Background: an optimization exercise with open tools, aiming at small area, a short achievable clock period and few clock cycles per item. Do not read the settings as production practice. Where RTL was checked, it was by simulation tests only, not by an equivalence proof against the original. Power figures rest on the tool's default switching activity, not on a simulated workload.

## battleship
module battleship (
    input  logic                                clk,
    input  logic                                reset,
    input  logic                                cmd_valid,
    output logic                                cmd_ready,
    input  logic                                player,
    input  logic                                direction,
    input  logic [battleship_pkg::COORD_W-1:0]  row,
    input  logic [battleship_pkg::COORD_W-1:0]  col,
    output logic                                result_valid,
    output battleship_pkg::result_t             result,
    output logic                                game_over,
    output logic                                winner
);
    localparam int N = battleship_pkg::BOARD_SIZE;
    function automatic logic [3:0] span_of(input int i);
        case (i)
            0: span_of = 4'd4;
            1: span_of = 4'd3;
            2: span_of = 4'd2;
            3: span_of = 4'd2;
            default: span_of = 4'd1;
        endcase
    endfunction
    function automatic logic ge4(input logic [3:0] x, input logic [3:0] t);
        logic g;
        g = x[0] | ~t[0];
        for (int b = 1; b < 4; b++)
            g = (x[b] & ~t[b]) | ((x[b] | ~t[b]) & g);
        ge4 = g;
    endfunction
    logic           place_phase;     
    logic           expected;        
    logic           act;             
    logic           game_over_q, winner_q, rv_q;
    logic [3:0]     result_q;
    logic [4:0]     idx;             
    logic [4:0]     hits0, hits1;    
    logic [N-1:0]   shot0 [0:N-1];   
    logic [N-1:0]   shot1 [0:N-1];
    logic [3:0]     sr0 [0:4];       
    logic [3:0]     sc0 [0:4];
    logic           sd0 [0:4];
    logic [3:0]     sr1 [0:4];
  ...
For scale: roughly 320 flip-flops, roughly 21 I/O pins, about 16000 µm² of cells after synthesis.
Settings: LEC_CHECK=0, CAP_MARGIN=20, CORE_MARGIN=2, CORE_UTILIZATION=40, SETUP_SLACK_MARGIN=2.5, SLEW_MARGIN=20; clock period 6.0 ns.
run.sh (not shown) runs the stock make flow with config.mk's settings and CLKGATE_MAP_FILE= SYNTH_SCRIPT=/design/flow/synth_recipe.tcl, a recipe that flattens the netlist after the stock synthesis.
The baseline finished with timing, DRC and antenna clean.
Testbench counts at the start, summed over its fixed seeds: cycles 2,309, commands 2,269.
Next try:
--- a/flow/config.mk
+++ b/flow/config.mk
@@ -8,5 +8,5 @@
 export CAP_MARGIN = 20
 export CORE_MARGIN = 2
-export CORE_UTILIZATION = 40
-export SETUP_SLACK_MARGIN = 2.5
+export CORE_UTILIZATION = 60
+export SETUP_SLACK_MARGIN = 3.0
 export SLEW_MARGIN = 20
Effect: Wire length went up by a few percent. Cell count went down by a few percent. Sequential power stays flat. Count of clock-buffer cells in the layout went down by 12. Non-clock buffer count went up by 57. Cell area went up by a few percent. Critical path depth went down by 2. Flip-flop and latch count does not change. Clock skew barely changes. Combinational power went up by roughly a tenth.

========
Another version of the RTL of battleship (not shown whole).
Size in the first run: about 2,200 cells after synthesis, about 320 flip-flops, roughly 21 I/O pins, ~16,000 sq um of cells after synthesis.
==> flow/config.mk <==
export PLATFORM = sky130hd
export DESIGN_NAME = battleship
export DESIGN_NICKNAME = battleship
export VERILOG_FILES = /design/flow/design.v
export SDC_FILE = /design/flow/constraint.sdc
export NUM_CORES = 4
export LEC_CHECK = 0
export ABC_AREA = 1
export CAP_MARGIN = 20
export CORE_MARGIN = 2
export CORE_UTILIZATION = 40
export SETUP_SLACK_MARGIN = 3.0
export SLEW_MARGIN = 20
==> flow/constraint.sdc <==
create_clock -name core_clock -period 6.0 [get_ports {clk}]
set_input_delay 1.2000 -clock core_clock [delete_from_list [all_inputs] [get_ports {clk}]]
set_output_delay 1.2000 -clock core_clock [all_outputs]
set_load 0.01 [all_outputs]
The baseline passed the timing, DRC and antenna checks.
Testbench counts at the start, summed over its fixed seeds: cycles 2,309, commands 2,269.
==> next run, changes <==
Settings changed: SETUP_SLACK_MARGIN 3.0 to 3.5.
=>
- The new run completed with no timing, DRC or antenna violations
- worst hold slack loses 0.032 ns
- core utilization came out higher by 0.53 points
- wire length came out higher by 0.51%
- maximum frequency came out higher by 4.0%
- setup slack gains 0.12 ns
- register-to-register slack gains 0.02 ns

========
build 73:
Another version of the RTL of battleship (not shown whole).
Size in the first run: ~330 flip-flops, about 21 I/O pins, roughly 0.016 mm^2 of cells after synthesis.
==> flow/config.mk <==
export PLATFORM = sky130hd
export DESIGN_NAME = battleship
export DESIGN_NICKNAME = battleship
export VERILOG_FILES = /design/flow/design.v
export SDC_FILE = /design/flow/constraint.sdc
export NUM_CORES = 4
export LEC_CHECK = 0
export CAP_MARGIN = 20
export CORE_MARGIN = 2
export CORE_UTILIZATION = 50
export SETUP_SLACK_MARGIN = 3.5
export SLEW_MARGIN = 20
==> flow/constraint.sdc <==
create_clock -name core_clock -period 6.0 [get_ports {clk}]
set_input_delay 1.2000 -clock core_clock [delete_from_list [all_inputs] [get_ports {clk}]]
set_output_delay 1.2000 -clock core_clock [all_outputs]
set_load 0.01 [all_outputs]
Build 73 completed every stage of the flow, and the final layout passed the timing, DRC and antenna checks.
Testbench counts of build 73, summed over its fixed seeds: cycles 2,309, commands 2,269.
diff inputs: build 73 => build 11
Settings: SETUP_SLACK_MARGIN changed from 3.5 to 3.0; CORE_UTILIZATION changed from 50 to 40.
==> comparison <==
Maximum number of pins on one net before global-route repair (lower): build 73. Sort build 73 and build 11 by non-clock buffer count, ascending, and build 11 comes first. Build 11 completed end to end with timing, DRC and antenna clean. Diff build 73 -> build 11: sequential share of layout area moved up, arrival time of data at the critical path endpoint shows an increase of 0.03 ns, estimated wirelength of the detail-placed design lower, row count grew by about 12%.
--- input diff build 11..build 66 ---
Settings: CORE_UTILIZATION now 50, was 40.
Re routed wire length: build 66 is 1.4 mm up on build 11.
Diff build 11 and build 66: internal power consumption higher in build 11
| non-clock buffer count | lower: build 11 |
Build 66: floorplan die height lower than build 11
Compared with build 11, build 66 shows a global-route usage that is 7.0 points higher.
Sort build 11 and build 66 by largest net degree at the start of global routing, descending, and build 11 comes first.
For build 66, the first element of the critical path was row[1], unlike build 11, where it was col[0].
Build 11 -> build 66: total setup buffers inserted after CTS increased by more than 10%

========
== v23 ==
Another version of the RTL of battleship (not shown whole).
Size: roughly 1700 cells after synthesis, ~320 flip-flops.
clock: 6.0 ns
lec_check: 0
cap_margin: 20
core_margin: 2
core_utilization: 40
slew_margin: 20
diff inputs: v23 => v4
-- flow/config.mk --
<<< v23, line 11
>>> v4, line 11
export SETUP_SLACK_MARGIN = 3.5
==> summary.txt <==
- Comparing v4 with v23, the number of antenna violations at the first check in global routing came out essentially unchanged.
- On fraction of area in multi-input gates, v23 and v4 are neck and neck.
- Diff v23 -> v4 | global-route wire length before repair | up by more than 10%
- Final-layout non-clock buffer area share (v4 over v23): increase, 8.2 points
- When v4 is set beside v23, its final routed wirelength across all metal layers turns out to be about 18% larger.
- Compared with v23, v4 shows a higher final cell count.
- Taking v23 as 1.0, v4 lands at 1.10 on via count of the first global-routing pass.
- v4 gives less flip-flop and latch share of the layout cell area than v23 did.
- On overall power after layout, v23 and v4 are neck and neck.
No functional check of the RTL was part of any run of this note.

========
The RTL this note starts from:
==> flow/design.v <==
`default_nettype none
package battleship_pkg;
    localparam int BOARD_SIZE  = 10;
    localparam int COORD_W     = 4;
    localparam int NUM_SHIPS   = 5;
    localparam int SHIP_IDX_W  = 3;
    localparam int SHIP_LEN_W  = 3;
    localparam int FLEET_CELLS = 17;
    localparam int HITS_W      = 5;
    localparam logic [NUM_SHIPS*SHIP_LEN_W-1:0] SHIP_LENGTHS =
        {3'd2, 3'd3, 3'd3, 3'd4, 3'd5};
    typedef enum logic [1:0] {
        CELL_EMPTY = 2'b00,
        CELL_MISS  = 2'b01,
        CELL_HIT   = 2'b10,
        CELL_SHIP  = 2'b11
    } cell_t;
    typedef enum logic [3:0] {
        RES_PLACED,
        RES_OFF_BOARD,
        RES_OVERLAP,
        RES_WRONG_PLAYER,
        RES_MISS,
        RES_HIT,
        RES_REPEAT,
        RES_WIN,
        RES_GAME_OVER
    } result_t;
endpackage
`default_nettype wire
`timescale 1ns/100ps
`default_nettype none
module battleship (
    input  logic                                clk,
    input  logic                                reset,
    input  logic                                cmd_valid,
    output logic                                cmd_ready,
    input  logic                                player,
    input  logic                                direction,
    input  logic [battleship_pkg::COORD_W-1:0]  row,
    input  logic [battleship_pkg::COORD_W-1:0]  col,
    output logic                                result_valid,
    output battleship_pkg::result_t             result,
    output logic                                game_over,
    output logic                                winner
);
    localparam int N = battleship_pkg::BOARD_SIZE;
    function automatic logic [3:0] span_of(input int i);
        case (i)
            0: span_of = 4'd4;
            1: span_of = 4'd3;
            2: span_of = 4'd2;
            3: span_of = 4'd2;
            default: span_of = 4'd1;
        endcase
    endfunction
    function automatic logic [3:0] addk(input logic [3:0] a, input logic [3:0] k);
        addk = 4'd0;
        for (int v = 0; v < 16; v++)
            if (a == 4'(v))
                addk = 4'(v) + k;
    endfunction
    function automatic logic ge4(input logic [3:0] x, input logic [3:0] t);
        logic [3:0] g, p;
        g = x & ~t;
        p = x | ~t;
        ge4 = g[3] | (p[3] & g[2]) | (p[3] & p[2] & g[1]) | (p[3] & p[2] & p[1] & p[0]);
    endfunction
    logic           place_phase;     
    logic           expected;        
    logic           act;             
    logic           game_over_q, winner_q, rv_q;
    logic           hit_p, hit_pb;   
    logic           f_go, f_wp, f_pl, f_off, f_a, f_b, f_last;
    logic [4:0]     idx;             
    logic [4:0]     hits0, hits1;    
    logic [N-1:0]   shot0 [0:N-1];   
    logic [N-1:0]   shot1 [0:N-1];
    logic [3:0]     sr0 [0:4];       
    logic [3:0]     sc0 [0:4];
    logic           sd0 [0:4];
    logic [3:0]     sr1 [0:4];
    logic [3:0]     sc1 [0:4];
    logic           sd1 [0:4];
    logic [3:0] lim;             
    logic       last;            
    logic [3:0] r0 [0:4];
    logic [3:0] c0 [0:4];
    logic [3:0] r1 [0:4];
    logic [3:0] c1 [0:4];
    logic [4:0] valid;
    always_comb
    begin
        lim = idx[0] ? 4'd5 : idx[1] ? 4'd6 : (idx[2] | idx[3]) ? 4'd7 : 4'd8;
        for (int i = 0; i < 5; i++)
            valid[i] = ~place_phase | ((idx >> (i + 1)) != 5'd0);
        last = act ? ((hits1 == 5'b11000) | ((hits1 == 5'b11100) & hit_p & hit_pb))
                   : ((hits0 == 5'b11000) | ((hits0 == 5'b11100) & hit_p & ~hit_pb));
        for (int i = 0; i < 5; i++)
        begin
            logic [3:0] er0, ec0, er1, ec1;
            er0   = sd0[i] ? sr0[i] : addk(sr0[i], span_of(i));
            ec0   = sd0[i] ? addk(sc0[i], span_of(i)) : sc0[i];
            er1   = sd1[i] ? sr1[i] : addk(sr1[i], span_of(i));
            ec1   = sd1[i] ? addk(sc1[i], span_of(i)) : sc1[i];
            r0[i] = act ? sr1[i] : sr0[i];
            c0[i] = act ? sc1[i] : sc0[i];
            r1[i] = act ? er1 : er0;
            c1[i] = act ? ec1 : ec0;
        end
    end
    logic [N-1:0] rsel, csel;
    logic         in_rng, fits;
    always_comb
        for (int i = 0; i < N; i++)
        begin
            rsel[i] = (row == 4'(i));
            csel[i] = (col == 4'(i));
        end
    assign in_rng = (row < 4'd10) && (col < 4'd10);
    assign fits   = in_rng && ge4(lim, direction ? col : row);
    logic [3:0] re, ce, rx, cx;
    always_comb
    begin
        rx = ({4{idx[0]}} & addk(row, 4)) | ({4{idx[1]}} & addk(row, 3)) |
             ({4{idx[2] | idx[3]}} & addk(row, 2)) | ({4{idx[4]}} & addk(row, 1)) |
             ({4{~|idx}} & row);
        cx = ({4{idx[0]}} & addk(col, 4)) | ({4{idx[1]}} & addk(col, 3)) |
             ({4{idx[2] | idx[3]}} & addk(col, 2)) | ({4{idx[4]}} & addk(col, 1)) |
             ({4{~|idx}} & col);
        re = direction ? row : rx;
        ce = direction ? cx : col;
    end
    logic probe, overlap, is_ship;
    always_comb
    begin
        probe = 1'b0;
        for (int i = 0; i < 5; i++)
            if (valid[i] && ge4(r1[i], row) && ge4(re, r0[i]) && ge4(c1[i], col) && ge4(ce, c0[i]))
                probe = 1'b1;
    end
    assign overlap = probe;
    assign is_ship = probe;
    logic         is_shot;
    logic [N-1:0] rv0, rv1;
    always_comb
    begin
        for (int i = 0; i < N; i++)
        begin
            rv0[i] = |(shot0[i] & csel);
            rv1[i] = |(shot1[i] & csel);
        end
        is_shot = act ? |(rv1 & rsel) : |(rv0 & rsel);
    end
    logic [3:0] res;
    logic       do_place, do_shot, do_hit, do_miss, do_win, shoot_ok;
    assign shoot_ok = ~place_phase & (player == expected);
    always_comb
    begin
        do_place = ~game_over_q & (player == expected) & place_phase & fits & ~overlap;
        do_shot  = ~game_over_q & (player == expected) & ~place_phase & in_rng;
        do_miss  = do_shot & ~is_shot & ~is_ship;
        do_hit   = do_shot & ~is_shot & is_ship;
        do_win   = do_hit & last;
    end
    assign expected = act ^ ~place_phase;
    logic accept;
    assign accept = cmd_valid;   
    always_ff @(posedge clk)
    begin
        if (reset)
        begin
            place_phase <= 1'b1;
            act         <= 1'b0;
            game_over_q <= 1'b0;
            rv_q        <= 1'b0;
            idx         <= 5'b00001;
            hits0       <= 5'b00001;
            hits1       <= 5'b00001;
            hit_p       <= 1'b0;
        end
        else
        begin
            rv_q  <= accept;
            hit_p <= accept & do_hit;
            if (hit_p)
            begin
                if (hit_pb)
                    hits1 <= {hits1[3:0], hits1[4] ^ hits1[2]};
                else
                    hits0 <= {hits0[3:0], hits0[4] ^ hits0[2]};
            end
            if (accept)
            begin
                if (do_place)
                begin
                    if (idx[4])
                    begin
                        act <= 1'b1;
                        if (expected)
                        begin
                            place_phase <= 1'b0;
                            idx         <= 5'b00000;
                        end
                        else
                        begin
                            idx   <= 5'b00001;
                        end
                    end
                    else
                    begin
                        idx   <= {idx[3:0], 1'b0};
                    end
                end
                if (do_miss)
                begin
                    act      <= ~act;
                end
                if (do_win)
                    game_over_q <= 1'b1;
            end
        end
    end
    always_ff @(posedge clk)
    begin
        hit_pb <= act;
        if (!game_over_q)
            winner_q <= expected;
        f_go   <= game_over_q;
        f_wp   <= player != expected;
        f_pl   <= place_phase;
        f_off  <= place_phase ? ~fits : ~in_rng;
        f_a    <= place_phase ? overlap : is_shot;
        f_b    <= is_ship;
        f_last <= last;
    end
    always_comb
        if (f_go)
            res = battleship_pkg::RES_GAME_OVER;
        else if (f_wp)
            res = battleship_pkg::RES_WRONG_PLAYER;
        else if (f_off)
            res = battleship_pkg::RES_OFF_BOARD;
        else if (f_pl)
            res = f_a ? battleship_pkg::RES_OVERLAP : battleship_pkg::RES_PLACED;
        else if (f_a)
            res = battleship_pkg::RES_REPEAT;
        else if (!f_b)
            res = battleship_pkg::RES_MISS;
        else
            res = f_last ? battleship_pkg::RES_WIN : battleship_pkg::RES_HIT;
    always_ff @(posedge clk)
    begin
        for (int i = 0; i < N; i++)
            for (int j = 0; j < N; j++)
            begin
                if (reset)
                begin
                    shot0[i][j] <= 1'b0;
                    shot1[i][j] <= 1'b0;
                end
                else if (accept && shoot_ok && rsel[i] && csel[j])
                begin
                    if (act)
                        shot1[i][j] <= 1'b1;
                    else
                        shot0[i][j] <= 1'b1;
                end
            end
    end
    always_ff @(posedge clk)
    begin
        for (int i = 0; i < 5; i++)
            if (idx[i])
            begin
                if (expected)
                begin
                    sr1[i] <= row;
                    sc1[i] <= col;
                    sd1[i] <= direction;
                end
                else
                begin
                    sr0[i] <= row;
                    sc0[i] <= col;
                    sd0[i] <= direction;
                end
            end
    end
    assign cmd_ready    = 1'b1;
    assign result_valid = rv_q;
    assign result       = battleship_pkg::result_t'(res);
    assign game_over    = game_over_q;
    assign winner       = winner_q & game_over_q;
endmodule
`default_nettype wire
clock: 6.0 ns
lec_check: 0
abc_area: 1
cap_margin: 20
core_margin: 2
core_utilization: 40
setup_slack_margin: 3.3
slew_margin: 20
The baseline produced a clean layout.
Testbench counts at the start, summed over its fixed seeds: cycles 2,309, commands 2,269.
Edit:
PLACE_DENSITY = 0.75   (was not set)
SETUP_SLACK_MARGIN = 3.5   (was 3.3)
Result: Non-clock buffer count drops by 21; via count climbs by a few percent; die area does not change; synthesized cell count is unchanged; worst setup slack is about the same; design area drops slightly; clock skew drops by 0.0093 ns; first-iteration DRC count climbs by about a fifth; fmax is about the same; wire length drops slightly; utilization drops by 0.56 points.
Edit:
CORE_UTILIZATION = 55   (was 40)
PLACE_DENSITY = not set   (was 0.75)
Outcome: The changed run completed without violations. Power hardly moves. Synthesized cell count is unchanged. Worst hold slack gets better by 0.021 ns. Worst setup slack stays flat.
Edit:
CORE_UTILIZATION = 40   (was 55)
Effect: The changed run finished clean. Register-to-register slack improves by 0.14 ns. Worst setup slack improves by 0.051 ns. Core utilization is lower by 19 points.

-- port drivers added, routing unchanged --
The results above use ideal ports. As a check the final layouts listed here were re-extracted and re-timed, cells and wires unchanged.
Step 1 sets driving cells, clkbuf_16 on the clock port and buf_2 on the other inputs (assumed; they add their load-dependent delay and slew).
Step 2 also shifts input and output timing later by t, the mid clock arrival at the registers, as if the neighbouring blocks saw the same clock.
Three values: ideal ports, drivers, drivers and shift; two values: the first two.
run	t (ns)	setup WS [ns]	clock arrival spread, ns	worst register clock-pin slew, ns	worst data-port slew with drivers (ns)
the first run of note 1	0.599	2.355 / 2.206 / 1.607	0.032 / 0.032	0.06 / 0.06	0.27
the second run of note 1	0.622	2.433 / 2.272 / 1.650	0.028 / 0.028	0.07 / 0.07	0.31
the first run of note 2	0.599	2.925 / 2.928 / 2.329	0.036 / 0.036	0.06 / 0.06	0.05
the second run of note 2	0.598	3.045 / 3.039 / 2.441	0.028 / 0.028	0.06 / 0.06	0.11
build 73	0.580	2.657 / 2.424 / 1.844	0.018 / 0.018	0.06 / 0.06	0.36
build 11	0.608	2.657 / 2.595 / 1.987	0.012 / 0.012	0.06 / 0.06	0.18
build 66	0.583	2.620 / 2.526 / 1.943	0.030 / 0.030	0.07 / 0.07	0.23
v23	0.598	1.169 / 1.169 / 0.684	0.022 / 0.022	0.06 / 0.06	0.05
v4	0.595	2.303 / 2.303 / 1.754	0.029 / 0.029	0.07 / 0.07	0.16
the first run of note 5	0.583	3.040 / 3.008 / 2.426	0.039 / 0.039	0.07 / 0.07	0.08
the second run of note 5	0.571	3.041 / 2.899 / 2.328	0.018 / 0.018	0.06 / 0.06	0.24
the third run of note 5	0.586	3.039 / 3.025 / 2.439	0.023 / 0.022	0.06 / 0.06	0.07
the fourth run of note 5	0.585	3.090 / 3.083 / 2.498	0.038 / 0.038	0.07 / 0.07	0.08
After both steps every run listed still meets setup and hold. For build 73, which loses most, drivers alone change the setup slack by -0.233 ns; drivers and shift together by -0.813 ns.
